Background: an optimization exercise with open tools, aiming at a short achievable clock period and few clock cycles per item. Do not read the settings as production practice. Function was checked by simulation only, so behaviour that the tests miss may differ from the original. No driver is modelled on the clock port, so clock power and skew are understated where the tree is cut down; a real chip needs a root buffer or a tree. Power figures rest on the tool's default switching activity, not on a simulated workload.

## bmem_line_adapter
module bmem_line_adapter #(
    parameter int ADDR_W = 32,
    parameter int BEAT_W = 64,
    parameter int BEATS  = 4
) (
    input  logic                      clk,
    input  logic                      rst,
    input  logic [ADDR_W-1:0]         i_addr,
    input  logic                      i_read,
    output logic [BEAT_W*BEATS-1:0]   i_rdata,
    output logic                      i_resp,
    input  logic [ADDR_W-1:0]         d_addr,
    input  logic                      d_read,
    input  logic                      d_write,
    input  logic [BEAT_W*BEATS-1:0]   d_wdata,
    output logic [BEAT_W*BEATS-1:0]   d_rdata,
    output logic                      d_resp,
    output logic [ADDR_W-1:0]         bmem_addr,
    output logic                      bmem_read,
    output logic                      bmem_write,
    output logic [BEAT_W-1:0]         bmem_wdata,
    input  logic                      bmem_ready,
    input  logic [ADDR_W-1:0]         bmem_raddr,
    input  logic [BEAT_W-1:0]         bmem_rdata,
    input  logic                      bmem_rvalid
);
Settings: LEC_CHECK=0, CAP_MARGIN=20, CORE_AREA=5 5 355 355, DIE_AREA=0 0 360 360, SETUP_SLACK_MARGIN=3.5, SLEW_MARGIN=20, SYNTH_HIERARCHICAL=1, SYNTH_MINIMUM_KEEP_SIZE=0; clock period 5.0 ns.
standard.sh (not shown) runs the stock make flow with config.mk's settings and CLKGATE_MAP_FILE= SYNTH_SCRIPT=/design/flow/synth_recipe.tcl, a recipe that flattens the netlist after the stock synthesis.
==> flow/flow/run.sh <==
#!/bin/bash
# Standard ORFS layout, except that the clock tree is built by
# flow/clock_tree.tcl (two buffer levels) in place of TritonCTS.
set -euo pipefail
here=$(pwd)
FLOW_LEAF_MAX=16 bash standard.sh finish "PRE_CTS_TCL=$here/flow/clock_tree.tcl" > standard.log 2>&1
Other scripts of this flow, unchanged in this note and not shown: flow/flow/clock_tree.tcl
The first run finished with timing, DRC and antenna clean.
Testbench counts at the start, summed over its fixed seeds: cycles 31,485, items 4,800.
==> next run, changes <==
--- a/flow/design.v
+++ b/flow/design.v
@@ -127,14 +127,13 @@
                             i_taken_q, d_taken_q, i_resp_q, d_resp_q, nxt_valid, nxt_d, nxt_wr);
     assign ns_11 = ctl_next(1'b1, 1'b1, rreq_q, rwait_q, wr_q, rcnt_q, wcnt_q, cur_d_q, last_d_q,
                             i_taken_q, d_taken_q, i_resp_q, d_resp_q, nxt_valid, nxt_d, nxt_wr);
     assign ns = ev ? (bmem_ready ? ns_11 : ns_01) : (bmem_ready ? ns_10 : ns_00);
     assign wr_last = wr_q & (wcnt_q == LAST_BEAT);
     assign wr_done = wr_last & bmem_ready;
-    logic bmem_read_o, bmem_write_o, i_resp_o, d_resp_o;
-    always_ff @(posedge clk) begin
+    always_ff @(posedge clk or posedge rst) begin
         if (rst) begin
             i_rq      <= 1'b0;
             d_rq      <= 1'b0;
             d_wr_q    <= 1'b0;
             rreq_q    <= 1'b0;
             rwait_q   <= 1'b0;
@@ -155,25 +154,12 @@
             d_wr_q    <= d_write;
             {rreq_q, wr_q, rwait_q, rcnt_q, wcnt_q, cur_d_q, last_d_q,
              i_taken_q, d_taken_q, i_resp_q, d_resp_q, hit_q} <= ns;
             hidx_q    <= rcnt_q;
         end
     end
-    always_ff @(posedge clk or posedge rst) begin
-        if (rst) begin
-            bmem_read_o  <= 1'b0;
-            bmem_write_o <= 1'b0;
-            i_resp_o     <= 1'b0;
-            d_resp_o     <= 1'b0;
-        end else begin
-            bmem_read_o  <= ns[NS_W-1];
-            bmem_write_o <= ns[NS_W-2];
-            i_resp_o     <= ns[2];
-            d_resp_o     <= ns[1];
-        end
-    end
     logic [LA_W-1:0]    cur_la;
     logic               la_hold;
     logic [CNT_W-1:0]   wbeat;
     assign cur_la  = cur_d_q ? d_addr[ADDR_W-1:OFS] : i_addr[ADDR_W-1:OFS];
     assign la_hold = (rreq_q & ~bmem_ready) | (wr_q & ~wr_done);
     assign wbeat   = wr_q ? wcnt_q + CNT_W'(bmem_ready) : '0;
@@ -192,17 +178,17 @@
                 asm_i_q[k*BEAT_W +: BEAT_W] <= asm_d_q[k*BEAT_W +: BEAT_W];
                 asm_d_q[k*BEAT_W +: BEAT_W] <= asm_i_q[k*BEAT_W +: BEAT_W];
             end
         end
     end
     assign bmem_addr  = {la_q, {OFS{1'b0}}};
-    assign bmem_read  = bmem_read_o;
-    assign bmem_write = bmem_write_o;
+    assign bmem_read  = rreq_q;
+    assign bmem_write = wr_q;
     assign bmem_wdata = wdata_q;
-    assign i_resp     = i_resp_o;
-    assign d_resp     = d_resp_o;
+    assign i_resp     = i_resp_q;
+    assign d_resp     = d_resp_q;
     assign i_rdata    = {top_i_q, asm_i_q};
     assign d_rdata    = {top_d_q, asm_d_q};
 endmodule
 module bmem_eq8 (
     input  logic [7:0] a,
     input  logic [7:0] b,
Result: Die area is unchanged; power drops by 6.9%; routed wire length rises by 10%; cell area is higher by 5.7%; sequential share of layout area decreases by 2.0 points; synthesized cell count goes down by 0.64%; hold slack gets better by 28 ps; via count increases by 3.4%; core utilization rose by 2.0 points; first-iteration DRC count came out lower by 15%; cell count rises by 1.2%; area after synthesis falls by 0.86%; maximum frequency went down by 3.5%.
Testbench counts after the change, summed over its fixed seeds: cycles 31,485, items 4,800.
No run of this note takes its clock network from TritonCTS; it comes from the design's own scripts or RTL.

## port drivers added, routing unchanged
Ports are ideal in the flow. The routed layouts listed here were re-timed in OpenROAD.
Step 1, drivers: a clkbuf_16 drives clk and a buf_2 each remaining input, both assumed.
Step 2 adds t to the input delays and takes it off the output delays; t is the mean of the earliest and latest rising clock arrival at the registers after step 1. Input paths then give back, and output paths get back, about the clock's delay inside the block.
Three values: no drivers, after step 1, after step 2; two values: the first two.
run | t (ns) | setup WS [ns] | slew at the worst register clock pin (ns) | cell pins on the clock port's net
the first run | 0.574 | 2.981 / 2.832 / 2.482 | 0.09 / 0.09 | 4
the second run | 0.587 | 2.907 / 2.752 / 2.528 | 0.09 / 0.09 | 4
After both steps setup and hold are still met in every run listed. The setup slack of the first run, which loses most, moves by -0.149 ns with the drivers and by -0.499 ns with both steps.
